This design comes from an exercise in tuning for small area on the open sky130 flow, not from production work. Where RTL was checked, it was by simulation tests only, not by an equivalence proof against the original. Function not checked in runs 1 and 2: the RTL went through the layout flow alone. Power is estimated from default activity; no workload was simulated.

File: flow/config.mk
export PLATFORM = sky130hd
export DESIGN_NAME = decode_dispatch
export DESIGN_NICKNAME = decode_dispatch
export VERILOG_FILES = /design/flow/design.v
export SDC_FILE = /design/flow/constraint.sdc
export NUM_CORES = 4
export LEC_CHECK = 0
export CAP_MARGIN = 20
export CORE_MARGIN = 2
export CORE_UTILIZATION = 40
export SLEW_MARGIN = 20
File: flow/constraint.sdc
create_clock -name core_clock -period 5.0 [get_ports {clk}]
set_input_delay 1.0000 -clock core_clock [delete_from_list [all_inputs] [get_ports {clk}]]
set_output_delay 1.0000 -clock core_clock [all_outputs]
set_load 0.01 [all_outputs]
File: flow/design.v
package dispatch_pkg;
  localparam int ROB_IDX_W = 4;
  typedef logic [31:0]          addr_t;
  typedef logic [31:0]          data_t;
  typedef logic [31:0]          instr_t;
  typedef logic [ROB_IDX_W-1:0] rob_idx_t;
  typedef logic [4:0]           reg_idx_t;
  typedef logic [3:0]           rs_op_t;
  typedef logic [1:0]           rob_op_t;
  typedef logic [2:0]           instr_class_t;
  localparam logic [6:0] OPC_R     = 7'b0110011;
  localparam logic [6:0] OPC_I     = 7'b0010011;
  localparam logic [6:0] OPC_B     = 7'b1100011;
  localparam logic [6:0] OPC_LUI   = 7'b0110111;
  localparam logic [6:0] OPC_AUIPC = 7'b0010111;
  localparam logic [6:0] OPC_JAL   = 7'b1101111;
  localparam logic [6:0] OPC_JALR  = 7'b1100111;
  localparam logic [2:0] F3_ADD_SUB = 3'b000;
  localparam logic [2:0] F3_SLL     = 3'b001;
  localparam logic [2:0] F3_SLT     = 3'b010;
  localparam logic [2:0] F3_SLTU    = 3'b011;
  localparam logic [2:0] F3_XOR     = 3'b100;
  localparam logic [2:0] F3_SRL_SRA = 3'b101;
  localparam logic [2:0] F3_OR      = 3'b110;
  localparam logic [2:0] F3_AND     = 3'b111;
  localparam logic [2:0] F3_BEQ  = 3'b000;
  localparam logic [2:0] F3_BNE  = 3'b001;
  localparam logic [2:0] F3_BLT  = 3'b100;
  localparam logic [2:0] F3_BGE  = 3'b101;
  localparam logic [2:0] F3_BLTU = 3'b110;
  localparam logic [2:0] F3_BGEU = 3'b111;
  localparam logic [6:0] F7_BASE = 7'b0000000;
  localparam logic [6:0] F7_ALT  = 7'b0100000;  
  localparam rs_op_t RS_ADD  = 4'd0;
  localparam rs_op_t RS_SUB  = 4'd1;
  localparam rs_op_t RS_SLL  = 4'd2;
  localparam rs_op_t RS_SLT  = 4'd3;
  localparam rs_op_t RS_SLTU = 4'd4;
  localparam rs_op_t RS_XOR  = 4'd5;
  localparam rs_op_t RS_SRL  = 4'd6;
  localparam rs_op_t RS_SRA  = 4'd7;
  localparam rs_op_t RS_OR   = 4'd8;
  localparam rs_op_t RS_AND  = 4'd9;
  localparam rs_op_t RS_BEQ  = 4'd10;
  localparam rs_op_t RS_BNE  = 4'd11;
  localparam rs_op_t RS_BLT  = 4'd12;
  localparam rs_op_t RS_BGE  = 4'd13;
  localparam rs_op_t RS_BLTU = 4'd14;
  localparam rs_op_t RS_BGEU = 4'd15;
  localparam rob_op_t ROB_REG = 2'd0;
  localparam rob_op_t ROB_BR  = 2'd1;
  localparam instr_class_t CLS_NONE   = 3'd0;
  localparam instr_class_t CLS_ALU_R  = 3'd1;
  localparam instr_class_t CLS_ALU_I  = 3'd2;
  localparam instr_class_t CLS_BRANCH = 3'd3;
  localparam instr_class_t CLS_LUI    = 3'd4;
  localparam instr_class_t CLS_AUIPC  = 3'd5;
  localparam instr_class_t CLS_JAL    = 3'd6;
  localparam instr_class_t CLS_JALR   = 3'd7;
endpackage
`timescale 1ns/1ps
module operand_bypass (
  input  logic                   rs1_busy,
  input  dispatch_pkg::rob_idx_t rs1_dep,
  input  dispatch_pkg::data_t    rs1_val,
  input  logic                   rs2_busy,
  input  dispatch_pkg::rob_idx_t rs2_dep,
  input  logic                   cdb_en,
  input  dispatch_pkg::rob_idx_t cdb_rob_idx,
  input  dispatch_pkg::data_t    cdb_val,
  output logic                   op1_pend,
  output dispatch_pkg::data_t    op1_val,
  output logic                   op2_pend,
  output logic                   op2_use_reg,   
  output logic                   op2_use_cdb    
);
  logic hit1, hit2;
  assign hit1 = cdb_en && (rs1_dep == cdb_rob_idx);
  assign hit2 = cdb_en && (rs2_dep == cdb_rob_idx);
  assign op1_pend    = rs1_busy && !hit1;
  assign op2_pend    = rs2_busy && !hit2;
  assign op2_use_reg = !rs2_busy;
  assign op2_use_cdb = rs2_busy && hit2;
  ao22 #(.W(32)) u_op1 (
    .s0(!rs1_busy), .d0(rs1_val),
    .s1(rs1_busy && hit1), .d1(cdb_val),
    .y(op1_val)
  );
endmodule
`timescale 1ns/1ps
module instr_decode (
  input  dispatch_pkg::instr_t if_instr,
  input  dispatch_pkg::addr_t  if_pc,
  input  dispatch_pkg::data_t  op1_val,
  output logic                 is_alu_r,
  output logic                 is_alu_i,
  output logic                 is_branch,
  output logic                 is_lui,
  output logic                 is_auipc,
  output logic                 is_jal,
  output logic                 is_jalr,
  output dispatch_pkg::rs_op_t rs_op,
  output logic                 imm_sx,      
  output logic                 imm_mid,     
  output dispatch_pkg::addr_t  pc_plus4,
  output dispatch_pkg::addr_t  sum
);
  logic [6:0] opcode;
  logic [2:0] funct3;
  logic       f7_alt;
  logic       shift;
  dispatch_pkg::data_t add_a;
  dispatch_pkg::data_t add_b;
  assign opcode = if_instr[6:0];
  assign funct3 = if_instr[14:12];
  assign f7_alt = (if_instr[31:25] == dispatch_pkg::F7_ALT);
  assign is_alu_r  = (opcode == dispatch_pkg::OPC_R);
  assign is_alu_i  = (opcode == dispatch_pkg::OPC_I);
  assign is_branch = (opcode == dispatch_pkg::OPC_B);
  assign is_lui    = (opcode == dispatch_pkg::OPC_LUI);
  assign is_auipc  = (opcode == dispatch_pkg::OPC_AUIPC);
  assign is_jal    = (opcode == dispatch_pkg::OPC_JAL);
  assign is_jalr   = (opcode == dispatch_pkg::OPC_JALR);
  always_comb begin
    if (is_branch) begin
      case (funct3)
        dispatch_pkg::F3_BNE:  rs_op = dispatch_pkg::RS_BNE;
        dispatch_pkg::F3_BLT:  rs_op = dispatch_pkg::RS_BLT;
        dispatch_pkg::F3_BGE:  rs_op = dispatch_pkg::RS_BGE;
        dispatch_pkg::F3_BLTU: rs_op = dispatch_pkg::RS_BLTU;
        dispatch_pkg::F3_BGEU: rs_op = dispatch_pkg::RS_BGEU;
        default:               rs_op = dispatch_pkg::RS_BEQ;
      endcase
    end else begin
      case (funct3)
        dispatch_pkg::F3_ADD_SUB: rs_op = (is_alu_r && f7_alt) ? dispatch_pkg::RS_SUB : dispatch_pkg::RS_ADD;
        dispatch_pkg::F3_SLL:     rs_op = dispatch_pkg::RS_SLL;
        dispatch_pkg::F3_SLT:     rs_op = dispatch_pkg::RS_SLT;
        dispatch_pkg::F3_SLTU:    rs_op = dispatch_pkg::RS_SLTU;
        dispatch_pkg::F3_XOR:     rs_op = dispatch_pkg::RS_XOR;
        dispatch_pkg::F3_SRL_SRA: rs_op = f7_alt ? dispatch_pkg::RS_SRA : dispatch_pkg::RS_SRL;
        dispatch_pkg::F3_OR:      rs_op = dispatch_pkg::RS_OR;
        default:                  rs_op = dispatch_pkg::RS_AND;
      endcase
    end
  end
  assign shift   = (funct3 == dispatch_pkg::F3_SLL) || (funct3 == dispatch_pkg::F3_SRL_SRA);
  assign imm_mid = !shift;
  assign imm_sx  = !shift && (funct3 != dispatch_pkg::F3_SLTU) && if_instr[31];
  assign pc_plus4 = {if_pc[31:2] + 30'd1, if_pc[1:0]};
  ao22 #(.W(32)) u_add_a (
    .s0(is_jalr), .d0(op1_val),
    .s1(!is_jalr && !is_lui), .d1(if_pc),
    .y(add_a)
  );
  always_comb begin
    add_b = {{20{if_instr[31]}}, if_instr[31:20]};                     
    if (is_branch)
      add_b = {{20{if_instr[31]}}, if_instr[7], if_instr[30:25], if_instr[11:8], 1'b0};
    else if (is_jal)
      add_b = {{12{if_instr[31]}}, if_instr[19:12], if_instr[20], if_instr[30:21], 1'b0};
    else if (is_auipc || is_lui)
      add_b = {if_instr[31:12], 12'd0};
  end
  assign sum = add_a + add_b;
endmodule
`timescale 1ns/1ps
module ao22_1 (
  input  logic s0, d0, s1, d1,
  output logic y
);
  assign y = (s0 && d0) || (s1 && d1);
endmodule
module ao222_1 (
  input  logic s0, d0, s1, d1, s2, d2,
  output logic y
);
  assign y = (s0 && d0) || (s1 && d1) || (s2 && d2);
endmodule
module ao2222_1 (
  input  logic s0, d0, s1, d1, s2, d2, s3, d3,
  output logic y
);
  assign y = (s0 && d0) || (s1 && d1) || (s2 && d2) || (s3 && d3);
endmodule
module ao2212_1 (
  input  logic s0, d0, s1, d1, t2, s3, d3,
  output logic y
);
  assign y = (s0 && d0) || (s1 && d1) || t2 || (s3 && d3);
endmodule
module ao22 #(parameter int W = 32) (
  input  logic         s0,
  input  logic [W-1:0] d0,
  input  logic         s1,
  input  logic [W-1:0] d1,
  output logic [W-1:0] y
);
  for (genvar i = 0; i < W; i++) begin : g
    ao22_1 u (.s0(s0), .d0(d0[i]), .s1(s1), .d1(d1[i]), .y(y[i]));
  end
endmodule
module ao222 #(parameter int W = 32) (
  input  logic         s0,
  input  logic [W-1:0] d0,
  input  logic         s1,
  input  logic [W-1:0] d1,
  input  logic         s2,
  input  logic [W-1:0] d2,
  output logic [W-1:0] y
);
  for (genvar i = 0; i < W; i++) begin : g
    ao222_1 u (.s0(s0), .d0(d0[i]), .s1(s1), .d1(d1[i]), .s2(s2), .d2(d2[i]), .y(y[i]));
  end
endmodule
module dispatch_regs (
  input  logic                   clk,
  input  logic                   rst,
  input  logic                   roll_back,
  input  logic                   if_in_en,
  input  logic                   jump,
  input  dispatch_pkg::addr_t    if_pc,
  input  dispatch_pkg::instr_t   if_instr,
  input  logic                   is_alu_r,
  input  logic                   is_alu_i,
  input  logic                   is_branch,
  input  logic                   is_lui,
  input  logic                   is_auipc,
  input  logic                   is_jal,
  input  logic                   is_jalr,
  input  dispatch_pkg::rs_op_t   rs_op,
  input  logic                   imm_sx,
  input  logic                   imm_mid,
  input  dispatch_pkg::addr_t    pc_plus4,
  input  dispatch_pkg::addr_t    sum,
  input  logic                   op1_pend,
  input  logic                   op2_pend,
  input  dispatch_pkg::data_t    op1_val,
  input  logic                   op2_use_reg,
  input  logic                   op2_use_cdb,
  input  dispatch_pkg::data_t    rs2_val,
  input  dispatch_pkg::data_t    cdb_val,
  input  dispatch_pkg::rob_idx_t rs1_dep,
  input  dispatch_pkg::rob_idx_t rs2_dep,
  input  dispatch_pkg::rob_idx_t rob_idx_nxt,
  output logic                   stall_reset,
  output dispatch_pkg::addr_t    new_pc,
  output dispatch_pkg::rob_idx_t stall_rob_idx,
  output logic                   rf_en,
  output logic                   rs_en,
  output dispatch_pkg::rs_op_t   rs_op_out,
  output dispatch_pkg::data_t    rs_vj,
  output logic                   rs_qj_en,
  output dispatch_pkg::rob_idx_t rs_qj,
  output dispatch_pkg::data_t    rs_vk,
  output logic                   rs_qk_en,
  output dispatch_pkg::rob_idx_t rs_qk,
  output dispatch_pkg::rob_idx_t rs_rob_idx,
  output logic                   rob_en,
  output dispatch_pkg::rob_idx_t rob_idx,
  output logic                   rob_ready,
  output logic                   rob_op_br,
  output dispatch_pkg::reg_idx_t rob_dest,
  output dispatch_pkg::data_t    rob_val,
  output logic                   rob_jump,
  output dispatch_pkg::addr_t    rob_pc,
  output dispatch_pkg::addr_t    rob_alt_pc
);
  logic run;           
  logic disp;          
  logic is_rs;
  logic has_result;
  logic rd_nz;
  logic redirect;
  dispatch_pkg::reg_idx_t rd;
  logic ld_any, kp_any;      
  logic ld_rs, kp_rs;        
  logic ld_vk_reg, ld_vk_cdb, ld_vk_lo, ld_vk_mid, ld_vk_hi;
  logic ld_npc_p4, ld_npc_sum, kp_npc;
  logic ld_stall, kp_stall;
  logic ld_val_p4, ld_val_sum, kp_val;
  logic ld_alt_p4, ld_alt_sum, kp_alt;
  assign rd         = if_instr[11:7];
  assign run        = !(rst || roll_back);
  assign is_rs      = is_alu_r || is_alu_i || is_branch;
  assign has_result = is_lui || is_auipc || is_jal || is_jalr;
  assign disp       = if_in_en && (is_rs || has_result);
  assign rd_nz      = (rd != 5'd0);
  assign redirect   = is_branch || is_jal || (is_jalr && !op1_pend);
  assign ld_any     = run && disp;
  assign kp_any     = run && !disp;
  assign ld_rs      = ld_any && is_rs;
  assign kp_rs      = run && !(disp && is_rs);
  assign ld_vk_reg  = ld_rs && !is_alu_i && op2_use_reg;
  assign ld_vk_cdb  = ld_rs && !is_alu_i && op2_use_cdb;
  assign ld_vk_lo   = ld_rs && is_alu_i;
  assign ld_vk_mid  = ld_rs && is_alu_i && imm_mid;
  assign ld_vk_hi   = ld_rs && is_alu_i && imm_sx;
  assign ld_npc_p4  = ld_any && is_branch && !jump;
  assign ld_npc_sum = ld_any && redirect && !(is_branch && !jump);
  assign kp_npc     = run && !(disp && redirect);
  assign ld_stall   = ld_any && is_jalr && op1_pend;
  assign kp_stall   = run && !(disp && is_jalr && op1_pend);
  assign ld_val_p4  = ld_any && (is_branch || is_jal || is_jalr);
  assign ld_val_sum = ld_any && (is_lui || is_auipc);
  assign kp_val     = run && !(disp && !is_alu_r && !is_alu_i);
  assign ld_alt_p4  = ld_any && is_branch && jump;
  assign ld_alt_sum = ld_any && is_branch && !jump;
  assign kp_alt     = run && !(disp && is_branch);
  dispatch_pkg::addr_t    new_pc_d, rob_pc_d, rob_val_d, rob_alt_pc_d;
  dispatch_pkg::data_t    rs_vj_d, rs_vk_d;
  dispatch_pkg::rob_idx_t stall_rob_idx_d, rs_qj_d, rs_qk_d, rs_rob_idx_d;
  dispatch_pkg::rs_op_t   rs_op_d;
  dispatch_pkg::reg_idx_t rob_dest_d;
  logic                   rob_ready_d, rob_op_br_d, rob_jump_d, rs_qj_en_d, rs_qk_en_d;
  ao222 #(.W(32)) u_new_pc (
    .s0(ld_npc_p4), .d0(pc_plus4), .s1(ld_npc_sum), .d1({sum[31:1], sum[0] && !is_jalr}),
    .s2(kp_npc), .d2(new_pc), .y(new_pc_d));
  ao222 #(.W(32)) u_rob_val (
    .s0(ld_val_p4), .d0(pc_plus4), .s1(ld_val_sum), .d1(sum), .s2(kp_val), .d2(rob_val),
    .y(rob_val_d));
  ao222 #(.W(32)) u_rob_alt_pc (
    .s0(ld_alt_p4), .d0(pc_plus4), .s1(ld_alt_sum), .d1(sum), .s2(kp_alt), .d2(rob_alt_pc),
    .y(rob_alt_pc_d));
  ao22 #(.W(32)) u_rob_pc (
    .s0(ld_any), .d0(if_pc), .s1(kp_any), .d1(rob_pc), .y(rob_pc_d));
  ao22 #(.W(5)) u_rob_dest (
    .s0(ld_any), .d0(rd), .s1(kp_any), .d1(rob_dest), .y(rob_dest_d));
  ao22 #(.W(3)) u_rob_flags (
    .s0(ld_any), .d0({has_result, is_branch, is_branch && jump}),
    .s1(kp_any), .d1({rob_ready, rob_op_br, rob_jump}),
    .y({rob_ready_d, rob_op_br_d, rob_jump_d}));
  ao22 #(.W(4)) u_stall_rob_idx (
    .s0(ld_stall), .d0(rs1_dep), .s1(kp_stall), .d1(stall_rob_idx), .y(stall_rob_idx_d));
  ao22 #(.W(32)) u_rs_vj (
    .s0(ld_rs), .d0(op1_val), .s1(kp_rs), .d1(rs_vj), .y(rs_vj_d));
  ao22 #(.W(17)) u_rs_small (
    .s0(ld_rs), .d0({rs_op, rs1_dep, rs2_dep, rob_idx_nxt, op1_pend}),
    .s1(kp_rs), .d1({rs_op_out, rs_qj, rs_qk, rs_rob_idx, rs_qj_en}),
    .y({rs_op_d, rs_qj_d, rs_qk_d, rs_rob_idx_d, rs_qj_en_d}));
  ao22_1 u_rs_qk_en (
    .s0(ld_rs && !is_alu_i), .d0(op2_pend), .s1(kp_rs), .d1(rs_qk_en), .y(rs_qk_en_d));
  for (genvar i = 0; i < 32; i++) begin : g_vk
    if (i >= 12) begin : g_hi
      ao2212_1 u (.s0(ld_vk_reg), .d0(rs2_val[i]), .s1(ld_vk_cdb), .d1(cdb_val[i]),
                  .t2(ld_vk_hi), .s3(kp_rs), .d3(rs_vk[i]), .y(rs_vk_d[i]));
    end else begin : g_lo
      ao2222_1 u (.s0(ld_vk_reg), .d0(rs2_val[i]), .s1(ld_vk_cdb), .d1(cdb_val[i]),
                  .s2(i >= 5 ? ld_vk_mid : ld_vk_lo), .d2(if_instr[20+i]),
                  .s3(kp_rs), .d3(rs_vk[i]), .y(rs_vk_d[i]));
    end
  end
  always_ff @(posedge clk) begin
    rob_idx <= rob_idx_nxt;
  end
  always_ff @(posedge clk) begin
    stall_reset   <= ld_any && redirect;
    rf_en         <= ld_any && !is_branch && rd_nz;
    rs_en         <= ld_rs;
    rob_en        <= ld_any && (!has_result || rd_nz);
    new_pc        <= new_pc_d;
    stall_rob_idx <= stall_rob_idx_d;
    rob_ready     <= rob_ready_d;
    rob_op_br     <= rob_op_br_d;
    rob_jump      <= rob_jump_d;
    rob_dest      <= rob_dest_d;
    rob_pc        <= rob_pc_d;
    rob_val       <= rob_val_d;
    rob_alt_pc    <= rob_alt_pc_d;
    rs_op_out     <= rs_op_d;
    rs_vj         <= rs_vj_d;
    rs_qj_en      <= rs_qj_en_d;
    rs_qj         <= rs_qj_d;
    rs_vk         <= rs_vk_d;
    rs_qk_en      <= rs_qk_en_d;
    rs_qk         <= rs_qk_d;
    rs_rob_idx    <= rs_rob_idx_d;
  end
endmodule
`timescale 1ns/1ps
module decode_dispatch (
  input  logic                   clk,
  input  logic                   rst,
  input  logic                   roll_back,
  input  logic                   if_in_en,
  input  dispatch_pkg::addr_t    if_pc,
  input  dispatch_pkg::instr_t   if_instr,
  input  logic                   jump,
  input  logic                   rs1_busy,
  input  dispatch_pkg::rob_idx_t rs1_dep,
  input  dispatch_pkg::data_t    rs1_val,
  input  logic                   rs2_busy,
  input  dispatch_pkg::rob_idx_t rs2_dep,
  input  dispatch_pkg::data_t    rs2_val,
  input  logic                   cdb_en,
  input  dispatch_pkg::rob_idx_t cdb_rob_idx,
  input  dispatch_pkg::data_t    cdb_val,
  input  dispatch_pkg::rob_idx_t rob_idx_nxt,
  output logic                   stall_reset,
  output dispatch_pkg::addr_t    new_pc,
  output dispatch_pkg::rob_idx_t stall_rob_idx,
  output logic                   rf_en,
  output dispatch_pkg::reg_idx_t rf_dest,
  output dispatch_pkg::rob_idx_t rf_rob_idx,
  output logic                   rs_en,
  output dispatch_pkg::rs_op_t   rs_op_out,
  output dispatch_pkg::data_t    rs_vj,
  output logic                   rs_qj_en,
  output dispatch_pkg::rob_idx_t rs_qj,
  output dispatch_pkg::data_t    rs_vk,
  output logic                   rs_qk_en,
  output dispatch_pkg::rob_idx_t rs_qk,
  output dispatch_pkg::rob_idx_t rs_rob_idx,
  output logic                   rob_en,
  output dispatch_pkg::rob_idx_t rob_idx,
  output logic                   rob_ready,
  output dispatch_pkg::rob_op_t  rob_op,
  output dispatch_pkg::reg_idx_t rob_dest,
  output dispatch_pkg::data_t    rob_val,
  output logic                   rob_jump,
  output dispatch_pkg::addr_t    rob_pc,
  output dispatch_pkg::addr_t    rob_alt_pc
);
  logic                 op1_pend;
  logic                 op2_pend;
  dispatch_pkg::data_t  op1_val;
  logic                 op2_use_reg, op2_use_cdb;
  logic                 imm_sx, imm_mid;
  logic                 is_alu_r, is_alu_i, is_branch, is_lui, is_auipc, is_jal, is_jalr;
  dispatch_pkg::rs_op_t rs_op;
    dispatch_pkg::addr_t  pc_plus4;
  dispatch_pkg::addr_t  sum;
  logic                 rob_op_br;
  operand_bypass u_operand_bypass (
    .rs1_busy(rs1_busy), .rs1_dep(rs1_dep), .rs1_val(rs1_val),
    .rs2_busy(rs2_busy), .rs2_dep(rs2_dep),
    .cdb_en(cdb_en), .cdb_rob_idx(cdb_rob_idx), .cdb_val(cdb_val),
    .op1_pend(op1_pend), .op1_val(op1_val),
    .op2_pend(op2_pend), .op2_use_reg(op2_use_reg), .op2_use_cdb(op2_use_cdb)
  );
  instr_decode u_instr_decode (
    .if_instr(if_instr), .if_pc(if_pc), .op1_val(op1_val),
    .is_alu_r(is_alu_r), .is_alu_i(is_alu_i), .is_branch(is_branch), .is_lui(is_lui),
    .is_auipc(is_auipc), .is_jal(is_jal), .is_jalr(is_jalr),
    .rs_op(rs_op), .imm_sx(imm_sx), .imm_mid(imm_mid), .pc_plus4(pc_plus4), .sum(sum)
  );
  dispatch_regs u_dispatch_regs (
    .clk(clk), .rst(rst), .roll_back(roll_back), .if_in_en(if_in_en), .jump(jump),
    .if_pc(if_pc), .if_instr(if_instr),
    .is_alu_r(is_alu_r), .is_alu_i(is_alu_i), .is_branch(is_branch), .is_lui(is_lui),
    .is_auipc(is_auipc), .is_jal(is_jal), .is_jalr(is_jalr),
    .rs_op(rs_op), .imm_sx(imm_sx), .imm_mid(imm_mid), .pc_plus4(pc_plus4), .sum(sum),
    .op1_pend(op1_pend), .op2_pend(op2_pend), .op1_val(op1_val),
    .op2_use_reg(op2_use_reg), .op2_use_cdb(op2_use_cdb), .rs2_val(rs2_val), .cdb_val(cdb_val),
    .rs1_dep(rs1_dep), .rs2_dep(rs2_dep), .rob_idx_nxt(rob_idx_nxt),
    .stall_reset(stall_reset), .new_pc(new_pc), .stall_rob_idx(stall_rob_idx),
    .rf_en(rf_en), .rs_en(rs_en), .rs_op_out(rs_op_out), .rs_vj(rs_vj), .rs_qj_en(rs_qj_en),
    .rs_qj(rs_qj), .rs_vk(rs_vk), .rs_qk_en(rs_qk_en), .rs_qk(rs_qk),
    .rs_rob_idx(rs_rob_idx), .rob_en(rob_en), .rob_idx(rob_idx),
    .rob_ready(rob_ready), .rob_op_br(rob_op_br), .rob_dest(rob_dest), .rob_val(rob_val),
    .rob_jump(rob_jump), .rob_pc(rob_pc), .rob_alt_pc(rob_alt_pc)
  );
  assign rob_op     = {1'b0, rob_op_br};
  assign rf_dest    = rob_dest;
  assign rf_rob_idx = rob_idx;
endmodule
File: flow/flow/run.sh
#!/bin/bash
# Standard ORFS layout; the port buffers use the smallest buffer cell.
export BUFFER_PORTS_ARGS="-buffer_cell sky130_fd_sc_hd__buf_1"
bash standard.sh > standard.log 2>&1
File: flow/standard.sh
#!/bin/bash
# synth_recipe.tcl (not shown) runs the flow's synth.tcl, then flattens the netlist and writes it again
# the make line also repeats each setting of config.mk as NAME=value (left out here)
make -C /OpenROAD-flow-scripts/flow DESIGN_CONFIG=/design/flow/config.mk WORK_HOME=/design/flow/orfs CLKGATE_MAP_FILE= SYNTH_SCRIPT=/design/flow/synth_recipe.tcl "${@:-finish}"
==> results of run 1 <==
logic make-up (layout without fill, tap and decap cells):
family,count (synthesis),in the layout,synth area share [%]
AO/OA/AOI/OAI,433,433,26.29
AND/OR/NAND/NOR,385,385,13.37
buffers and inverters,369,591,17.30
flip-flops,230,230,35.27
XOR/XNOR,65,65,4.361
adder cells (fa/ha/maj),33,33,3.220
multiplexers,2,2,0.1629
other,1,1,0.02872
routing by layer:
metal	up-vias	share of wire, %	GRT usage (%)
met1	5950	42	37.35
met4	0	3.7	9.968
met3	94	7.7	5.177
met2	563	46	48.68
met5	-	0	0
li1	5692	-	-
layout make-up:
type,instances,area share [%]
clock inverter,9,1.425
timing repair buffer,491,14.51
multi-input combinational,919,42.49
tap,442,3.749
inverter,52,1.323
sequential,230,31.21
clock buffer,39,5.292
synth_stat cells, types with 26 or more instances:
library cell / n / area, um2
a21oi_1: 37 / 185.2
a221o_1: 46 / 460.4
a22o_1: 118 / 1033
buf_4: 229 / 1719
clkbuf_1: 71 / 266.5
dfxtp_1: 230 / 4604
ha_1: 32 / 400.4
inv_1: 50 / 187.7
nand2_1: 192 / 720.7
nor2_1: 76 / 285.3
o21ai_0: 36 / 180.2
o221ai_1: 29 / 254.0
o22ai_1: 34 / 212.7
xnor2_1: 26 / 227.7
xor2_1: 39 / 341.6
worst max-delay path by stage:
stage	start	endpoint	slack, ns	cells past startpoint
after global routing	if_instr[1]	u_dispatch_regs.rob_alt_pc[24]	0.53	16
after global placement	rs1_dep[2]	u_dispatch_regs.rob_alt_pc[24]	0.34	16
final	rs1_dep[2]	u_dispatch_regs.rob_alt_pc[24]	0.75	17
after CTS	rs1_dep[2]	u_dispatch_regs.rob_alt_pc[24]	0.85	17
after floorplan	if_instr[4]	u_dispatch_regs.rob_alt_pc[24]	0.46	16
after detailed placement	rs1_dep[2]	u_dispatch_regs.rob_alt_pc[24]	0.26	17
through the flow:
stage	hold WS (ns)	setup WS [ns]	area [um2]	cells
5_1_grt	0.4846	0.5254	14750	2182
4_1_cts	0.4510	0.8499	14750	2182
3_3_place_gp	0.4352	0.3355	13760	2134
6_report	0.4496	0.7491	14750	2182
2_1_floorplan	0.4263	0.4615	13060	1518
3_5_place_dp	0.4373	0.2645	13760	2134
worst min-delay path, stage by stage, from the launching register on:
cell and delay (ns):
dfxtp_1 0.32, nand2_1 0.05, o21ai_0 0.05
cells in the final DEF, fill, tap and decap left out, types with 25 or more instances in the layout:
master | Yosys | routed
a21o_1 | 25 | 25
a21oi_1 | 37 | 34
a221o_1 | 46 | 46
a22o_1 | 118 | 118
buf_1 | 6 | 421
buf_4 | 229 | 66
clkbuf_16 | 0 | 27
dfxtp_1 | 230 | 230
ha_1 | 32 | 32
inv_1 | 50 | 50
nand2_1 | 192 | 192
nor2_1 | 76 | 76
o21ai_0 | 36 | 36
o221ai_1 | 29 | 29
o22ai_1 | 34 | 34
xnor2_1 | 26 | 26
xor2_1 | 39 | 39
flip-flops by register name (all words and copies together), names as in the netlist, 4 cells and up:
name                           flops
u_dispatch_regs.new_pc            32
u_dispatch_regs.rob_alt_pc        32
u_dispatch_regs.rob_pc            32
u_dispatch_regs.rob_val           32
u_dispatch_regs.rs_vj             32
u_dispatch_regs.rs_vk             32
u_dispatch_regs.rob_dest           5
u_dispatch_regs.rob_idx            4
u_dispatch_regs.rs_op_out          4
u_dispatch_regs.rs_qj              4
u_dispatch_regs.rs_qk              4
u_dispatch_regs.rs_rob_idx         4
u_dispatch_regs.stall_rob_idx      4
where the power goes:
| part | internal, mW | switching, mW | total (mW) |
|---|---|---|---|
| sequential | 1.84 | 0.00318 | 1.84 |
| combinational | 0.236 | 0.475 | 0.711 |
| clock | 1.39 | 0.817 | 2.21 |
| total | 3.46 | 1.29 | 4.76 |
==> impl_metrics.py, run 1 <==
metrics = {
    "yosys": {
        "ys_seq_area_share_pct": 35.27,
        "syn-num-nets": 1735,
        "ys_ff_latch": 230,
        "netlist_instances": 1518,
        "synth_edf_count": 0,
        "ys.flop_type": "dfxtp_1",
        "mappedNetlistArea_um2": 13060,
        "yosys.cell_types.count": 70,
        "avgSynthCellArea_um2": 8.600,
        "synth-async-reset-ratio_pct": 0,
        "ys_warn_count": 2,
    },
    "timing": {
        "finalHoldViolations": 0,
        "tightest_slew_ns": 1.053,
        "rsz0062_at_grt": "no",
        "finalClockSkew_ns": 0,
        "slew-limit-headroom_pct": 29.20,
        "slew_viol_final": 0,
        "setup_tns_ns": 0,
        "setup_viol": 0,
        "period_needed_ns": 4.251,
        "fmax_mhz": 235.2,
        "fin_crit_sh_pct": 85.02,
    },
    "job": {
        "maxCapViolations": 0,
    },
    "worst_setup_path": {
        "ff2ff_setup_slack_ns": 4.06,
        "path_buf_inv": 2,
        "slowest_stage": "fa_1",
        "critical_path.cell_chain": "buf_1 -> xor2_1 -> nor3_1 -> nand3_2 -> buf_12 -> o22ai_1 -> a22o_1 -> ha_1 -> fa_1 -> a211oi_1 -> o211ai_1 -> nand4_1 -> nand3_2 -> a311o_1 -> a21o_1 -> xor2_1 -> a221o_1",
        "critPathArrivalTime_ns": 4.69,
        "critPathRequiredTime_ns": 5.44,
        "r2r_cells": 2,
        "r2r-start": "u_dispatch_regs.new_pc[30]",
        "rr_endpoint": "u_dispatch_regs.new_pc[30]",
        "cp_top_family": "compound AO/OA/AOI/OAI gates",
        "worstSetupEndpointType": "flop",
        "critPathMaxStageDelay_ns": 0.40,
        "path_class": "input pin to flop",
        "critPathLaunchType": "input pin",
        "path_max_fanout": 36,
    },
    "clocking": {
        "cts_tree": "done",
        "cts_max_path_buffers": 3,
        "post-cts-setup-buffers": 0,
        "htree_levels": 1,
        "holdBufCountCts": 0,
        "cts_num_sinks": 230,
        "post_cts_resized": 0,
        "cts_buffers": 27,
        "clk_pin_slew_ns": 0.06,
        "worstSkewPairLatency_ns": 0.55,
        "cts_root_buf": "clkbuf_16",
    },
    "pwr": {
        "vdd_drop_max_mv": 0.2472,
        "finalPower_mw": 4.759,
        "p_leak_nw": 5.983,
        "power_density_nw_per_um2": 322.6,
    },
    "floorplanning": {
        "die_x_um": 184.7,
        "die-area_um2": 34100,
        "initial_core_util_pct": 40.33,
        "ios": 424,
        "core_area_um2": 32370,
        "die_h_um": 184.7,
        "fp-row-count": 66,
    },
    "layout": {
        "fillCellCount": 3314,
        "utilization_pct": 45.57,
        "syn_to_final_growth_pct": 13.01,
        "nets": 1938,
        "ff_latch_area_um2": 4604,
        "antenna_cells": 0,
        "drive_above_1_share_pct": 8.046,
        "multi_input_area_um2": 6269,
    },
    "grt": {
        "grt_pass1_vias": 11850,
        "antenna_found_initial": 0,
        "grt_pass1_wl_mm": 74.26,
        "grt_max_degree": 47,
        "grt_overflow_total": 0,
        "grt.total_usage_pct": 28.96,
    },
    "route": {
        "drc": 0,
        "wl_per_cell_um": 23.31,
        "via_per_inst": 5.637,
        "wl_mm": 50.86,
        "antenna_left": 0,
        "dr.pass1.iters": 6,
        "vias": 12300,
        "drt_iter0_markers": 1088,
    },
    "min_path": {
        "worstHoldEndpoint": "u_dispatch_regs.rs_op_out[2]",
        "min_path_cells": 2,
        "hp-class": "flop to flop",
        "hp-start": "u_dispatch_regs.rs_op_out[2]",
    },
    "placement": {
        "post-dp-hpwl_mm": 38.85,
        "portBuffers": 422,
        "gp_congestion": 0.9508,
    },
    "outcome": {
        "status": "finished clean",
    },
}
==> run 2: changes to the inputs <==
--- a/flow/config.mk
+++ b/flow/config.mk
@@ -9,3 +9,6 @@
 export CORE_MARGIN = 2
 export CORE_UTILIZATION = 40
+export CTS_BUF_LIST = sky130_fd_sc_hd__clkbuf_4 sky130_fd_sc_hd__clkbuf_8
 export SLEW_MARGIN = 20
+export SYNTH_HIERARCHICAL = 1
+export SYNTH_MINIMUM_KEEP_SIZE = 0
==> run 2 against run 1 <==
Net effect: synthesized area fell by 14%; clock skew stayed put; hold slack improved by 0.019 ns; power shrank 6.6%; critical path depth up 1; via count shrank 2.3%; clock power down 13%; first-iteration DRC count up 42%; critical path type unchanged.
==> impl_metrics.py, run 2 <==
metrics = {
    "timing": {
        "setup_viol": 0,
        "period_needed_ns": 4.285,
        "slew_viol_final": 0,
        "fmax_mhz": 233.4,
        "finalHoldViolations": 0,
        "tightest_slew_ns": 1.005,
        "slew-limit-headroom_pct": 32.94,
        "rsz0062_at_grt": "no",
        "setup_tns_ns": 0,
        "setup_slack_ns": 0.7148,
        "fin_crit_sh_pct": 85.70,
        "finalClockSkew_ns": 0,
    },
    "worst_setup_path": {
        "path_buf_inv": 4,
        "critPathLaunchType": "input pin",
        "critPathArrivalTime_ns": 4.72,
        "path_class": "input pin to flop",
        "r2r_cells": 2,
        "crit_cells": 18,
        "worstSetupEndpointType": "flop",
        "cp_top_family": "compound AO/OA/AOI/OAI gates",
        "slowest_stage": "fa_1",
        "critical_path.cell_chain": "buf_1 -> xor2_1 -> nor3_2 -> and4_2 -> buf_12 -> a22o_1 -> a22o_1 -> inv_1 -> fa_1 -> nand2b_1 -> a21oi_2 -> o2111ai_1 -> a21oi_1 -> o211ai_1 -> a221oi_2 -> xor2_1 -> a222oi_1 -> inv_1",
        "critPathMaxStageDelay_ns": 0.46,
        "critPathRequiredTime_ns": 5.44,
        "path_max_fanout": 19,
    },
    "grt": {
        "grt_pass1_wl_mm": 68.45,
        "grt_pass1_vias": 11460,
        "grt_overflow_total": 0,
        "grt.total_usage_pct": 30.44,
        "antenna_found_initial": 0,
        "grt_max_degree": 43,
    },
    "yosys": {
        "ys_warn_count": 8,
        "synth-async-reset-ratio_pct": 0,
        "ys_ff_latch": 230,
        "ys.flop_type": "dfxtp_1",
        "mappedNetlistArea_um2": 11270,
        "ys_seq_area_share_pct": 40.85,
        "syn-num-nets": 1387,
        "synth_top_area_share_pct": 40.85,
        "ys_top_cells_by_count": "230 x dfxtp_1, 158 x a22o_1, 115 x inv_1",
        "yosysMostFrequentCell": "dfxtp_1",
        "netlist_instances": 1170,
        "synth_area_leaders": "dfxtp_1 41%, a22o_1 12%, a222oi_1 8.5%, inv_1 3.8%, ha_1 3.6%",
        "synth_edf_count": 0,
        "synth_area_leader_cell": "dfxtp_1",
        "avgSynthCellArea_um2": 9.633,
        "yosys.cell_types.count": 75,
    },
    "clocking": {
        "post_cts_resized": 0,
        "cts_tree": "done",
        "clk_pin_slew_ns": 0.06,
        "worstSkewPairLatency_ns": 0.55,
        "cts_buffers": 41,
        "htree_levels": 2,
        "post-cts-setup-buffers": 0,
        "holdBufCountCts": 0,
        "cts_num_sinks": 230,
        "cts_max_path_buffers": 3,
        "cts_root_buf": "clkbuf_8",
    },
    "floorplanning": {
        "core_area_um2": 27780,
        "ios": 424,
        "initial_core_util_pct": 40.57,
        "die_h_um": 171.9,
        "die-area_um2": 29540,
        "fp-row-count": 61,
        "die_x_um": 171.9,
    },
    "min_path": {
        "min_path_cells": 1,
        "hp-class": "flop to flop",
    },
    "layout": {
        "multi_input_area_um2": 6112,
        "layout_common_cells": "422 x buf_1, 230 x dfxtp_1, 158 x a22o_1",
        "layout_commonest_cell": "buf_1",
        "antenna_cells": 0,
        "fillCellCount": 2754,
        "ff_latch_area_um2": 4604,
        "syn_to_final_growth_pct": 28.59,
        "drive_above_1_share_pct": 9.623,
        "nets": 1858,
    },
    "pwr": {
        "vdd_drop_max_mv": 0.1890,
        "p_leak_nw": 6.434,
        "finalPower_mw": 4.446,
        "power_density_nw_per_um2": 306.8,
    },
    "job": {
        "maxCapViolations": 0,
    },
    "route": {
        "via_per_inst": 5.857,
        "wl_mm": 47.44,
        "wl_per_cell_um": 23.13,
        "drt_iter0_markers": 1542,
        "antenna_left": 0,
        "vias": 12010,
        "drc": 0,
        "dr.pass1.iters": 7,
    },
    "outcome": {
        "status": "finished clean",
    },
    "placement": {
        "gp_congestion": 0.9230,
        "post-dp-hpwl_mm": 34.56,
        "pre_cts_ws_ns": 0.1823,
        "portBuffers": 422,
    },
}
-- run 2: cell types whose count changed in the layout (fill, tap and decap cells not counted), sizes merged, moves of 24 or more --
cell    change
nor2       -33
a22oi      +32
o22ai      -32
o221ai     -28
a221o      -45
a222oi     +79
buf        -26
nand2     -116
a22o       +40
inv        +62
clkbuf     +28
o21ai      -24
-- run 2: per-layer routing --
layer  up-vias  GRT usage, %  wire length, um
met5         -             0                0
met4         0         9.974             1298
met3        82         6.798             4215
met2       622         52.42            22590
met1      5796         37.70            19330
li1       5512             -                -
-- run 2: kinds of logic after synthesis --
kind of cell | synth area share [%]
compound gates | 34.64
other cells | 0.03327
simple gates | 9.791
flops | 40.85
buf+inv | 5.739
mux | 0.08881
xor+xnor | 5.129
fa+ha+maj | 3.730
-- run 2: power breakdown --
group          total, mW  internal (mW)  switching (mW)  leakage (nW)
combinational      0.678          0.241           0.436          4.10
sequential          1.84           1.84         0.00349          1.85
clock               1.93           1.12           0.810         0.476
-- run 2: per-stage QoR --
step                hold WS, ns  utilization, %  cell area (um2)  std cells
detailed placement       0.4516           48.89            13580       1976
finish                   0.4691           52.17            14490       2051
global route             0.4842           52.17            14490       2051
CTS                      0.4701           52.16            14490       2051
global placement         0.4502           48.89            13580       1976
floorplan                0.4407               -            11280       1170
-- run 2: path summary, 6_finish.rpt --
kind                               from                    endpoint  slack (ns)
max                          rs1_dep[1]  u_dispatch_regs.new_pc[28]        0.71
min          u_dispatch_regs.rob_pc[17]  u_dispatch_regs.rob_pc[17]        0.47
min reg2reg  u_dispatch_regs.rob_pc[17]  u_dispatch_regs.rob_pc[17]        0.47
max reg2reg  u_dispatch_regs.new_pc[26]  u_dispatch_regs.new_pc[26]        4.18
-- run 2: cell type report --
class                   count  share of cell area, %
well taps                 378                  3.263
multi-input cells         789                  42.17
flip-flops and latches    230                  31.77
repair buffers            464                  13.54
clock inverters             7                 0.4662
inverters                 115                  2.979
clock buffers              68                  5.810
-- run 2: modules after synthesis, one instance, submodules excluded, a selection --
module           cells inside  copies in the design  flops+latches
dispatch_regs             279                     1            230
instr_decode              417                     1              0
operand_bypass             16                     1              0
decode_dispatch            12                     1              0
ao2222_1                    3                    12              0
ao2212_1                    3                    20              0
ao222_1                     2                    96              0
ao22_1                      1                   158              0
==> run 3: changes to the inputs <==
--- a/flow/design.v
+++ b/flow/design.v
@@ -70,5 +70,5 @@
   input  dispatch_pkg::data_t    cdb_val,
   output logic                   op1_pend,
-  output dispatch_pkg::data_t    op1_val,
+  output dispatch_pkg::data_t    op1_raw,       
   output logic                   op2_pend,
   output logic                   op2_use_reg,   
@@ -82,9 +82,5 @@
   assign op2_use_reg = !rs2_busy;
   assign op2_use_cdb = rs2_busy && hit2;
-  ao22 #(.W(32)) u_op1 (
-    .s0(!rs1_busy), .d0(rs1_val),
-    .s1(rs1_busy && hit1), .d1(cdb_val),
-    .y(op1_val)
-  );
+  assign op1_raw = rs1_busy ? cdb_val : rs1_val;
 endmodule
 `timescale 1ns/1ps
@@ -92,5 +88,5 @@
   input  dispatch_pkg::instr_t if_instr,
   input  dispatch_pkg::addr_t  if_pc,
-  input  dispatch_pkg::data_t  op1_val,
+  input  dispatch_pkg::data_t  op1_raw,     
   output logic                 is_alu_r,
   output logic                 is_alu_i,
@@ -148,20 +144,60 @@
   assign imm_mid = !shift;
   assign imm_sx  = !shift && (funct3 != dispatch_pkg::F3_SLTU) && if_instr[31];
-  assign pc_plus4 = {if_pc[31:2] + 30'd1, if_pc[1:0]};
+  logic [29:0] inc_in;
+  logic [29:0] inc_c;
+  assign inc_in = if_pc[31:2];
+  always_comb begin
+    logic cb;
+    cb = 1'b1;
+    for (int j = 0; j < 30; j += 4) begin
+      logic cr, ba;
+      cr = cb;
+      ba = 1'b1;
+      for (int i = j; i < j + 4 && i < 30; i++) begin
+        inc_c[i] = cr;
+        cr = cr & inc_in[i];
+        ba = ba & inc_in[i];
+      end
+      cb = cb & ba;
+    end
+  end
+  assign pc_plus4 = {inc_in ^ inc_c, if_pc[1:0]};
+  logic u_type, j_type, b_type, i_type;
+  assign u_type = !opcode[6];                            
+  assign j_type = opcode[3];                             
+  assign b_type = !opcode[2];                            
+  assign i_type = opcode[6] && !opcode[3] && opcode[2];  
   ao22 #(.W(32)) u_add_a (
-    .s0(is_jalr), .d0(op1_val),
-    .s1(!is_jalr && !is_lui), .d1(if_pc),
+    .s0(i_type), .d0(op1_raw),
+    .s1(!i_type && !(u_type && opcode[5])), .d1(if_pc),
     .y(add_a)
   );
+  assign add_b[0]     = i_type && if_instr[20];
+  assign add_b[4:1]   = !opcode[6] ? 4'd0 : (b_type ? if_instr[11:8] : if_instr[24:21]);
+  assign add_b[10:5]  = {6{opcode[6]}} & if_instr[30:25];
+  assign add_b[11]    = u_type ? 1'b0 : b_type ? if_instr[7] : j_type ? if_instr[20] : if_instr[31];
+  assign add_b[19:12] = (u_type || j_type) ? if_instr[19:12] : {8{if_instr[31]}};
+  assign add_b[30:20] = u_type ? if_instr[30:20] : {11{if_instr[31]}};
+  assign add_b[31]    = if_instr[31];
+  dispatch_pkg::data_t ap, ag, cg, cp;
+  assign ap = add_a ^ add_b;
+  assign ag = add_a & add_b;
   always_comb begin
-    add_b = {{20{if_instr[31]}}, if_instr[31:20]};                     
-    if (is_branch)
-      add_b = {{20{if_instr[31]}}, if_instr[7], if_instr[30:25], if_instr[11:8], 1'b0};
-    else if (is_jal)
-      add_b = {{12{if_instr[31]}}, if_instr[19:12], if_instr[20], if_instr[30:21], 1'b0};
-    else if (is_auipc || is_lui)
-      add_b = {if_instr[31:12], 12'd0};
+    cg = ag;
+    cp = ap;
+    for (int d = 1; d < 32; d = d * 2) begin
+      for (int i = 2 * d - 1; i < 32; i += 2 * d) begin
+        cg[i] = cg[i] | (cp[i] & cg[i-d]);
+        cp[i] = cp[i] & cp[i-d];
+      end
+    end
+    for (int d = 8; d >= 1; d = d / 2) begin
+      for (int i = 3 * d - 1; i < 32; i += 2 * d) begin
+        cg[i] = cg[i] | (cp[i] & cg[i-d]);
+        cp[i] = cp[i] & cp[i-d];
+      end
+    end
   end
-  assign sum = add_a + add_b;
+  assign sum = ap ^ {cg[30:0], 1'b0};
 endmodule
 `timescale 1ns/1ps
@@ -236,5 +272,5 @@
   input  logic                   op1_pend,
   input  logic                   op2_pend,
-  input  dispatch_pkg::data_t    op1_val,
+  input  dispatch_pkg::data_t    op1_raw,
   input  logic                   op2_use_reg,
   input  logic                   op2_use_cdb,
@@ -334,5 +370,5 @@
     .s0(ld_stall), .d0(rs1_dep), .s1(kp_stall), .d1(stall_rob_idx), .y(stall_rob_idx_d));
   ao22 #(.W(32)) u_rs_vj (
-    .s0(ld_rs), .d0(op1_val), .s1(kp_rs), .d1(rs_vj), .y(rs_vj_d));
+    .s0(ld_rs && !op1_pend), .d0(op1_raw), .s1(kp_rs), .d1(rs_vj), .y(rs_vj_d));
   ao22 #(.W(17)) u_rs_small (
     .s0(ld_rs), .d0({rs_op, rs1_dep, rs2_dep, rob_idx_nxt, op1_pend}),
@@ -424,5 +460,5 @@
   logic                 op1_pend;
   logic                 op2_pend;
-  dispatch_pkg::data_t  op1_val;
+  dispatch_pkg::data_t  op1_raw;
   logic                 op2_use_reg, op2_use_cdb;
   logic                 imm_sx, imm_mid;
@@ -436,9 +472,9 @@
     .rs2_busy(rs2_busy), .rs2_dep(rs2_dep),
     .cdb_en(cdb_en), .cdb_rob_idx(cdb_rob_idx), .cdb_val(cdb_val),
-    .op1_pend(op1_pend), .op1_val(op1_val),
+    .op1_pend(op1_pend), .op1_raw(op1_raw),
     .op2_pend(op2_pend), .op2_use_reg(op2_use_reg), .op2_use_cdb(op2_use_cdb)
   );
   instr_decode u_instr_decode (
-    .if_instr(if_instr), .if_pc(if_pc), .op1_val(op1_val),
+    .if_instr(if_instr), .if_pc(if_pc), .op1_raw(op1_raw),
     .is_alu_r(is_alu_r), .is_alu_i(is_alu_i), .is_branch(is_branch), .is_lui(is_lui),
     .is_auipc(is_auipc), .is_jal(is_jal), .is_jalr(is_jalr),
@@ -451,5 +487,5 @@
     .is_auipc(is_auipc), .is_jal(is_jal), .is_jalr(is_jalr),
     .rs_op(rs_op), .imm_sx(imm_sx), .imm_mid(imm_mid), .pc_plus4(pc_plus4), .sum(sum),
-    .op1_pend(op1_pend), .op2_pend(op2_pend), .op1_val(op1_val),
+    .op1_pend(op1_pend), .op2_pend(op2_pend), .op1_raw(op1_raw),
     .op2_use_reg(op2_use_reg), .op2_use_cdb(op2_use_cdb), .rs2_val(rs2_val), .cdb_val(cdb_val),
     .rs1_dep(rs1_dep), .rs2_dep(rs2_dep), .rob_idx_nxt(rob_idx_nxt),
==> flow/flow/run.sh (replaced) <==
#!/bin/bash
# Standard ORFS layout with two changes: the port buffers use the smallest
# buffer cell, and the clock tree uses few, large sink clusters and no dummy loads.
export BUFFER_PORTS_ARGS="-buffer_cell sky130_fd_sc_hd__buf_1"
export CTS_ARGS="-sink_clustering_enable -repair_clock_nets -dont_use_dummy_load -sink_clustering_size 16 -sink_clustering_max_diameter 60 -buf_list {sky130_fd_sc_hd__clkbuf_4 sky130_fd_sc_hd__clkbuf_8}"
bash standard.sh > standard.log 2>&1
==> flow/config.mk (replaced) <==
export PLATFORM = sky130hd
export DESIGN_NAME = decode_dispatch
export DESIGN_NICKNAME = decode_dispatch
export VERILOG_FILES = /design/flow/design.v
export SDC_FILE = /design/flow/constraint.sdc
export NUM_CORES = 4
export LEC_CHECK = 0
export CAP_MARGIN = 0
export CORE_MARGIN = 2
export CORE_UTILIZATION = 65
export PLACE_DENSITY = 0.75
export SLEW_MARGIN = 0
==> run 3 against run 2 <==
Net effect: cell count fell by 9.3%; cell area fell by 10%; combinational power fell by 8.3%; maximum frequency fell by 4.7%; power fell by 23%; first-iteration DRC count fell by 26%; via count fell by 5.6%; sequential share of layout area rose by 3.7 points; sequential power barely moved; largest power group is now sequential cells; critical path depth fell by 2; largest cell class unchanged.
==> impl_metrics.py, run 3 <==
metrics = {
    "pwr": {
        "finalPower_mw": 3.409,
        "power_density_nw_per_um2": 262.3,
        "p_leak_nw": 5.290,
        "vdd_drop_max_mv": 0.2248,
    },
    "clocking": {
        "clk_pin_slew_ns": 0.10,
        "post-cts-setup-buffers": 0,
        "htree_levels": 1,
        "worstSkewPairLatency_ns": 0.53,
        "cts_num_sinks": 230,
        "cts_buffers": 19,
        "post_cts_resized": 0,
        "cts_tree": "done",
        "cts_root_buf": "clkbuf_8",
        "cts_max_path_buffers": 3,
        "holdBufCountCts": 0,
    },
    "route": {
        "wl_met1_mm": 16.87,
        "antenna_left": 0,
        "met2WireLength_mm": 18.79,
        "met3_length_mm": 4.678,
        "wl_mm": 42.15,
        "highest_layer": "met4",
        "vias": 11340,
        "dr.pass1.iters": 6,
        "drt_iter0_markers": 1147,
        "wl_per_cell_um": 22.66,
        "via_per_inst": 6.098,
        "drc": 0,
    },
    "placement": {
        "post-dp-hpwl_mm": 32.46,
        "gp_congestion": 1.001,
        "portBuffers": 422,
    },
    "layout": {
        "layout_commonest_cell": "buf_1",
        "drive_above_1_share_pct": 4.378,
        "nets": 1852,
        "fillCellCount": 1648,
        "utilization_pct": 69.02,
        "layout_common_cells": "421 x buf_1, 234 x nand2_1, 230 x dfxtp_1",
        "syn_to_final_growth_pct": 3.199,
    },
    "yosys": {
        "ys_top_cells_by_count": "234 x nand2_1, 230 x dfxtp_1, 228 x buf_4",
        "ys.flop_type": "dfxtp_1",
        "ys_warn_count": 2,
        "synth_top_area_share_pct": 36.56,
        "yosys.cell_types.count": 64,
        "synth_area_leader_cell": "dfxtp_1",
        "yosysMostFrequentCell": "nand2_1",
        "synth_area_leaders": "dfxtp_1 37%, buf_4 14%, nand2_1 7.0%, ha_1 5.1%, a22oi_1 4.2%",
        "ys_seq_area_share_pct": 36.56,
        "synth-async-reset-ratio_pct": 0,
        "mappedNetlistArea_um2": 12590,
        "synth_edf_count": 0,
        "syn-num-nets": 1688,
        "ys_ff_latch": 230,
        "avgSynthCellArea_um2": 8.764,
        "netlist_instances": 1437,
    },
    "worst_setup_path": {
        "path_class": "input pin to flop",
        "critPathRequiredTime_ns": 5.44,
        "worstSetupEndpointType": "flop",
        "ff2ff_setup_slack_ns": 4.18,
        "critPathLaunchType": "input pin",
        "path_max_fanout": 19,
        "r2r_cells": 2,
        "r2r-start": "u_dispatch_regs.rs_vk[8]",
        "critPathArrivalTime_ns": 4.94,
        "rr_endpoint": "u_dispatch_regs.rs_vk[8]",
    },
    "grt": {
        "grt_pass1_wl_mm": 61.13,
        "grt_overflow_total": 0,
        "grt.total_usage_pct": 39.30,
        "grt_max_degree": 43,
        "grt_pass1_vias": 10450,
        "antenna_found_initial": 2,
    },
    "timing": {
        "period_needed_ns": 4.495,
        "hold_ws_ns": 0.4409,
        "setup_tns_ns": 0,
        "slew-limit-headroom_pct": 17.33,
        "finalHoldViolations": 0,
        "slew_viol_final": 0,
        "setup_viol": 0,
        "rsz0062_at_grt": "no",
        "fmax_mhz": 222.5,
        "tightest_slew_ns": 1.233,
        "finalClockSkew_ns": 0,
        "fin_crit_sh_pct": 89.91,
    },
    "floorplanning": {
        "die_x_um": 143.2,
        "core_area_um2": 18830,
        "ios": 424,
        "die-area_um2": 20510,
        "die_h_um": 143.2,
        "initial_core_util_pct": 66.88,
        "fp-row-count": 50,
    },
    "min_path": {
        "hp-start": "u_dispatch_regs.rob_val[7]",
        "worstHoldEndpoint": "u_dispatch_regs.rob_val[7]",
        "min_path_cells": 2,
        "hp-class": "flop to flop",
    },
    "outcome": {
        "status": "finished clean",
    },
    "job": {
        "maxCapViolations": 0,
    },
}
## run 3: cell count changes after synthesis, moves of 73 or more
cell,change
nand2_1,+158
o21ai_0,+73
a222oi_1,-84
buf_4,+212
inv_1,-85
a22o_1,-101
## run 3: layer usage
metal / global-route usage [%] / vias to the layer above
li1: - / 5152
met1: 53.53 / 5301
met2: 61.57 / 765
met3: 7.076 / 124
met4: 16.26 / 0
met5: 0 / -
## run 3: logic make-up (layout without fill, tap and decap cells)
group / count (synthesis) / in the layout / synth area share, %
buf+inv: 339 / 501 / 17.22
compound gates: 345 / 345 / 19.78
other cells: 1 / 2 / 0.02977
xor+xnor: 31 / 31 / 2.156
flops: 230 / 230 / 36.56
simple gates: 387 / 387 / 13.69
mux: 37 / 37 / 2.960
fa+ha+maj: 67 / 67 / 7.610
## run 3: worst max path at each step
stage                            from                              to  slack (ns)  cells past startpoint
after floorplan           if_instr[6]  u_dispatch_regs.rob_alt_pc[31]        0.18                     19
after global placement    if_instr[3]      u_dispatch_regs.new_pc[22]        0.12                     16
final                     if_instr[3]      u_dispatch_regs.new_pc[22]        0.50                     16
after detailed placement  if_instr[3]      u_dispatch_regs.new_pc[22]        0.03                     16
after global routing      if_instr[3]      u_dispatch_regs.new_pc[22]        0.23                     16
after CTS                 if_instr[3]      u_dispatch_regs.new_pc[22]        0.59                     16
## run 3: layout make-up
class	count	area [um2]	share of cell area, %
antenna	1	2.502	0.01925
clock buffer	19	261.5	2.012
inverter	32	120.1	0.9241
multi-input combinational	868	5876	45.21
sequential	230	4604	35.43
tap	260	325.3	2.503
timing repair buffer	450	1808	13.91
## run 3: critical path, cell delays in order
cell	delay [ns]
buf_1	0.10
inv_1	0.06
nand3_1	0.12
a21boi_2	0.27
buf_4	0.30
a21oi_1	0.13
fa_1	0.45
nand2b_1	0.17
a21oi_1	0.20
o21ai_0	0.16
a22oi_1	0.44
a21oi_1	0.22
o21ai_0	0.33
fa_1	0.53
nor3b_1	0.17
a221o_1	0.27
## run 3: stage by stage
stage	cell area (um2)	instances	setup slack, ns
3_3_place_gp	12730	1840	0.1250
6_report	13000	1860	0.5046
4_1_cts	13000	1859	0.5903
5_1_grt	13000	1860	0.2316
3_5_place_dp	12730	1840	0.02923
2_1_floorplan	12590	1437	0.1792
## run 3: report_power, final
| part | leakage, nW | switching (mW) | internal (mW) |
|---|---|---|---|
| combinational | 3.30 | 0.408 | 0.214 |
| clock | 0.137 | 0.603 | 0.343 |
| sequential | 1.85 | 0.00373 | 1.84 |
==> run 4: changes to the inputs <==
--- a/flow/flow/run.sh
+++ b/flow/flow/run.sh
@@ -4,3 +4,4 @@
 export BUFFER_PORTS_ARGS="-buffer_cell sky130_fd_sc_hd__buf_1"
 export CTS_ARGS="-sink_clustering_enable -repair_clock_nets -dont_use_dummy_load -sink_clustering_size 16 -sink_clustering_max_diameter 60 -buf_list {sky130_fd_sc_hd__clkbuf_4 sky130_fd_sc_hd__clkbuf_8}"
+export RECOVER_POWER=100
 bash standard.sh > standard.log 2>&1
==> run 4 against run 3 <==
Net effect: the layout now fails its checks (capacitance limit, slew limit); via count rose by 0.17%; setup slack got worse by 0.13 ns; synthesized cell count did not move; highest routed layer unchanged; cell count did not move.
==> impl_metrics.py, run 4 <==
metrics = {
    "outcome": {
        "status": "failed layout checks",
        "check-failures": "capacitance limit, slew limit",
    },
    "yosys": {
        "ys_warn_count": 2,
        "ys.flop_type": "dfxtp_1",
        "yosys.cell_types.count": 64,
        "netlist_instances": 1437,
        "synth_edf_count": 0,
        "ys_seq_area_share_pct": 36.56,
        "synth-async-reset-ratio_pct": 0,
        "avgSynthCellArea_um2": 8.764,
        "ys_ff_latch": 230,
        "synth_area_leaders": "dfxtp_1 37%, buf_4 14%, nand2_1 7.0%, ha_1 5.1%, a22oi_1 4.2%",
        "syn-num-nets": 1688,
        "mappedNetlistArea_um2": 12590,
        "yosysMostFrequentCell": "nand2_1",
        "synth_top_area_share_pct": 36.56,
        "ys_top_cells_by_count": "234 x nand2_1, 230 x dfxtp_1, 228 x buf_4",
        "synth_area_leader_cell": "dfxtp_1",
    },
    "placement": {
        "gp_congestion": 1.001,
        "post-dp-hpwl_mm": 32.46,
        "portBuffers": 422,
    },
    "grt": {
        "grt_pass1_vias": 10450,
        "antenna_found_initial": 2,
        "grt.total_usage_pct": 39.30,
        "grt_pass1_wl_mm": 61.13,
        "grt_overflow_total": 0,
        "grt_max_degree": 43,
    },
    "timing": {
        "finalClockSkew_ns": 0,
        "finalHoldViolations": 0,
        "hold_ws_ns": 0.4414,
        "tightest_slew_ns": 2.154,
        "slew-limit-headroom_pct": -44.68,
        "setup_tns_ns": 0,
        "setup_viol": 0,
        "period_needed_ns": 4.629,
        "slew_viol_final": 204,
        "fmax_mhz": 216.0,
        "fin_crit_sh_pct": 92.58,
        "rsz0062_at_grt": "no",
    },
    "clocking": {
        "htree_levels": 1,
        "worstSkewPairLatency_ns": 0.53,
        "post_cts_resized": 0,
        "post-cts-setup-buffers": 0,
        "holdBufCountCts": 0,
        "cts_max_path_buffers": 3,
        "cts_root_buf": "clkbuf_8",
        "clk_pin_slew_ns": 0.10,
        "cts_tree": "done",
        "cts_buffers": 19,
        "cts_num_sinks": 230,
    },
    "worst_setup_path": {
        "worstSetupEndpointType": "flop",
        "path_class": "input pin to flop",
        "ff2ff_setup_slack_ns": 4.17,
        "r2r-start": "u_dispatch_regs.rs_vk[8]",
        "critPathArrivalTime_ns": 5.08,
        "path_max_fanout": 42,
        "critPathLaunchType": "input pin",
        "r2r_cells": 2,
        "critPathRequiredTime_ns": 5.45,
        "rr_endpoint": "u_dispatch_regs.rs_vk[8]",
    },
    "layout": {
        "layout_commonest_cell": "buf_1",
        "nets": 1852,
        "layout_common_cells": "419 x buf_1, 234 x nand2_1, 230 x dfxtp_1",
        "drive_above_1_share_pct": 3.627,
        "syn_to_final_growth_pct": 2.662,
        "fillCellCount": 1664,
    },
    "job": {
        "maxCapViolations": 7,
    },
    "floorplanning": {
        "die_h_um": 143.2,
        "initial_core_util_pct": 66.88,
        "ios": 424,
        "fp-row-count": 50,
        "core_area_um2": 18830,
        "die_x_um": 143.2,
        "die-area_um2": 20510,
    },
    "min_path": {
        "worstHoldEndpoint": "u_dispatch_regs.rob_val[7]",
        "hp-start": "u_dispatch_regs.rob_val[7]",
        "hp-class": "flop to flop",
        "min_path_cells": 2,
    },
    "route": {
        "dr.pass1.iters": 6,
        "vias": 11360,
        "drt_iter0_markers": 1230,
        "wl_per_cell_um": 22.64,
        "antenna_left": 0,
        "via_per_inst": 6.108,
        "wl_mm": 42.11,
        "drc": 0,
    },
    "pwr": {
        "vdd_drop_max_mv": 0.2245,
        "finalPower_mw": 3.400,
        "p_leak_nw": 5.256,
        "power_density_nw_per_um2": 263.0,
    },
}
[run 4: cell families after synthesis]
family / count (synthesis) / synth area share [%]
simple gates: 387 / 13.69
compound gates: 345 / 19.78
buf+inv: 339 / 17.22
flops: 230 / 36.56
fa+ha+maj: 67 / 7.610
mux: 37 / 2.960
xor+xnor: 31 / 2.156
other cells: 1 / 0.02977
[run 4: metrics by stage]
step / util (%) / area [um2] / instances / setup slack (ns)
floorplan: - / 12590 / 1437 / 0.1792
global placement: 67.62 / 12730 / 1840 / 0.1250
detailed placement: 67.62 / 12730 / 1840 / 0.02923
CTS: 69.01 / 13000 / 1859 / 0.5903
global route: 68.66 / 12930 / 1860 / 0.1896
finish: 68.66 / 12930 / 1860 / 0.3711
[run 4: cell type report]
class / count / area [um2] / share of cell area [%]
repair buffers: 450 / 1780 / 13.77
multi-input cells: 868 / 5836 / 45.13
flip-flops and latches: 230 / 4604 / 35.61
clock buffers: 19 / 261.5 / 2.022
inverters: 32 / 120.1 / 0.9290
well taps: 260 / 325.3 / 2.516
diodes: 1 / 2.502 / 0.01935
[run 4: how the worst max path moves through the flow]
stage / start / endpoint / slack (ns) / cells after the start
5_1_grt: if_instr[6] / u_dispatch_regs.rs_vk[15] / 0.19 / 8
3_5_place_dp: if_instr[3] / u_dispatch_regs.new_pc[22] / 0.03 / 16
2_1_floorplan: if_instr[6] / u_dispatch_regs.rob_alt_pc[31] / 0.18 / 19
3_3_place_gp: if_instr[3] / u_dispatch_regs.new_pc[22] / 0.12 / 16
6_report: if_instr[6] / u_dispatch_regs.rs_vk[27] / 0.37 / 8
4_1_cts: if_instr[3] / u_dispatch_regs.new_pc[22] / 0.59 / 16
[run 4: critical path: stages]
cell	delay [ns]
buf_1	0.16
clkbuf_1	0.54
nand4b_1	0.32
o21ai_0	0.30
a31oi_2	1.69
clkbuf_1	0.73
a22oi_1	0.15
nand3_1	0.16
[run 4: report_power, final]
group / internal, mW / leakage (nW) / total [mW] / switching (mW)
logic: 0.208 / 3.27 / 0.615 / 0.406
registers: 1.84 / 1.85 / 1.84 / 0.00376
clock network: 0.343 / 0.137 / 0.945 / 0.602
[run 4: layer usage]
layer / GRT usage, % / up-vias / wire [um]
li1: - / 5144 / -
met2: 61.57 / 797 / 18980
met4: 16.26 / 0 / 1690
met3: 7.076 / 108 / 4870
met5: 0 / - / 0
met1: 53.53 / 5312 / 16570
==> run 5: changes to the inputs <==
--- a/flow/flow/run.sh
+++ b/flow/flow/run.sh
@@ -4,4 +4,3 @@
 export BUFFER_PORTS_ARGS="-buffer_cell sky130_fd_sc_hd__buf_1"
 export CTS_ARGS="-sink_clustering_enable -repair_clock_nets -dont_use_dummy_load -sink_clustering_size 16 -sink_clustering_max_diameter 60 -buf_list {sky130_fd_sc_hd__clkbuf_4 sky130_fd_sc_hd__clkbuf_8}"
-export RECOVER_POWER=100
 bash standard.sh > standard.log 2>&1
--- a/flow/config.mk
+++ b/flow/config.mk
@@ -9,4 +9,5 @@
 export CORE_MARGIN = 2
 export CORE_UTILIZATION = 65
+export GPL_TIMING_DRIVEN = 0
 export PLACE_DENSITY = 0.75
 export SLEW_MARGIN = 0
==> run 5 against run 4 <==
Net effect: now clean on timing, DRC and antenna; sequential share of layout area shrank 4.5 points; cell area grew 14%; synthesized area is the same; largest power group unchanged; critical endpoint is now u_dispatch_regs.new_pc[24]; clock power is essentially flat; sequential cell count is the same; count of clock-buffer cells in the layout is the same; combinational power grew 5.0%; sequential power is essentially flat; routed wire length grew 6.8%; synthesized cell count is the same.
==> impl_metrics.py, run 5 <==
metrics = {
    "layout": {
        "nets": 2126,
        "ff_latch_area_um2": 4604,
        "fillCellCount": 1426,
        "syn_to_final_growth_pct": 17.50,
        "drive_above_1_share_pct": 16.39,
        "layout_commonest_cell": "buf_1",
        "multi_input_area_um2": 5851,
    },
    "placement": {
        "portBuffers": 416,
        "post-dp-hpwl_mm": 36.26,
        "gp_congestion": 1.009,
    },
    "clocking": {
        "cts_root_buf": "clkbuf_8",
        "clk_pin_slew_ns": 0.09,
        "cts_tree": "done",
    },
    "yosys": {
        "synth_top_area_share_pct": 36.56,
        "synth-async-reset-ratio_pct": 0,
        "synth_area_leaders": "dfxtp_1 37%, buf_4 14%, nand2_1 7.0%, ha_1 5.1%, a22oi_1 4.2%",
        "synth_area_leader_cell": "dfxtp_1",
        "yosysMostFrequentCell": "nand2_1",
    },
    "route": {
        "wl_per_cell_um": 21.05,
        "dr.pass1.iters": 8,
        "antenna_left": 0,
        "drc": 0,
        "vias": 12670,
        "drt_iter0_markers": 1410,
    },
    "worst_setup_path": {
        "ff2ff_setup_slack_ns": 4.17,
        "path_class": "input pin to flop",
        "r2r_cells": 2,
        "path_max_fanout": 10,
        "r2r-start": "u_dispatch_regs.rs_vk[20]",
        "rr_endpoint": "u_dispatch_regs.rs_vk[20]",
    },
    "floorplanning": {
        "die_x_um": 143.2,
        "die_h_um": 143.2,
        "fp-row-count": 50,
        "core_area_um2": 18830,
    },
    "timing": {
        "finalClockSkew_ns": 0,
        "setup_viol": 0,
        "setup_slack_ns": 0.1913,
        "tightest_slew_ns": 1.211,
        "slew-limit-headroom_pct": 18.92,
        "fin_crit_sh_pct": 96.17,
        "rsz0062_at_grt": "no",
    },
    "grt": {
        "antenna_found_initial": 2,
        "grt.total_usage_pct": 42.19,
        "grt_max_degree": 17,
        "grt_pass1_wl_mm": 66.10,
    },
    "min_path": {
        "min_path_cells": 2,
        "hp-start": "u_dispatch_regs.rob_val[24]",
    },
    "outcome": {
        "status": "finished clean",
    },
    "job": {
        "maxCapViolations": 0,
    },
}
run 5: cell counts after synthesis:
No cell type changed its count.
run 5: worst max path at each step:
stage	startpoint	endpoint	cells past startpoint
2_1_floorplan	if_instr[6]	u_dispatch_regs.rob_alt_pc[31]	19
3_3_place_gp	if_instr[3]	u_dispatch_regs.new_pc[22]	16
3_5_place_dp	if_instr[3]	u_dispatch_regs.new_pc[22]	16
4_1_cts	rs1_busy	u_dispatch_regs.new_pc[22]	14
5_1_grt	if_instr[3]	u_dispatch_regs.new_pc[24]	19
6_report	if_instr[3]	u_dispatch_regs.new_pc[24]	19
run 5: area by class of cell:
type / instances / share of cell area (%)
Antenna cell: 3 / 0.05073
Clock buffer: 19 / 1.767
Timing Repair Buffer: 417 / 10.61
Inverter: 32 / 0.8201
Sequential cell: 230 / 31.11
Multi-Input combinational cell: 868 / 39.53
Tap cell: 260 / 2.198
Buffer: 307 / 13.91
run 5: where the power goes:
group          internal (mW)  switching [mW]  leakage (nW)
sequential              1.84         0.00411          1.85
combinational          0.218           0.428          4.63
clock                  0.342           0.603         0.137
total                   2.40            1.04          6.62
run 5: cells by family after synthesis:
family / after synthesis / synth area share (%)
AO/OA/AOI/OAI: 345 / 19.78
XOR/XNOR: 31 / 2.156
adder cells (fa/ha/maj): 67 / 7.610
buffers and inverters: 339 / 17.22
flip-flops: 230 / 36.56
multiplexers: 37 / 2.960
other: 1 / 0.02977
AND/OR/NAND/NOR: 387 / 13.69
run 5: timing repair:
item	4_1_cts	5_1_grt
endpoints found under the setup margin	46	24
pin swaps	0	1
resized for setup	9	10
gates cloned	0	0
setup buffers	0	1
hold buffers	0	0
hold endpoints to repair	0	0
run 5: through the flow:
step | area [um2] | std cells | TNS [ns] | hold slack (ns)
6_report | 14800 | 2136 | 0 | 0.4415
5_1_grt | 14800 | 2135 | 0 | 0.4701
4_1_cts | 14760 | 2132 | 0 | 0.4447
3_5_place_dp | 14480 | 2113 | -48.77 | 0.4314
3_3_place_gp | 14480 | 2113 | -42.60 | 0.4263
2_1_floorplan | 12590 | 1437 | 0 | 0.4168
run 5: layer usage:
metal / vias to the layer above / GRT usage [%] / wire (um)
li1: 5685 / - / -
met1: 5814 / 52.17 / 16490
met2: 984 / 70.36 / 20970
met3: 187 / 7.076 / 4805
met4: 0 / 22.67 / 2692
met5: - / 0 / 0
run 5: worst max-delay path: stages:
cell	delay [ns]
buf_2	0.21
inv_1	0.21
nand3_2	0.21
a21boi_4	0.26
clkbuf_4	0.25
nand2_1	0.07
o21ai_0	0.10
ha_1	0.17
inv_1	0.05
fa_1	0.38
nand2b_1	0.18
a21oi_1	0.27
o21ai_1	0.17
a22oi_2	0.29
a21oi_1	0.17
o211ai_1	0.24
fa_1	0.55
nor3b_1	0.19
a221o_1	0.28
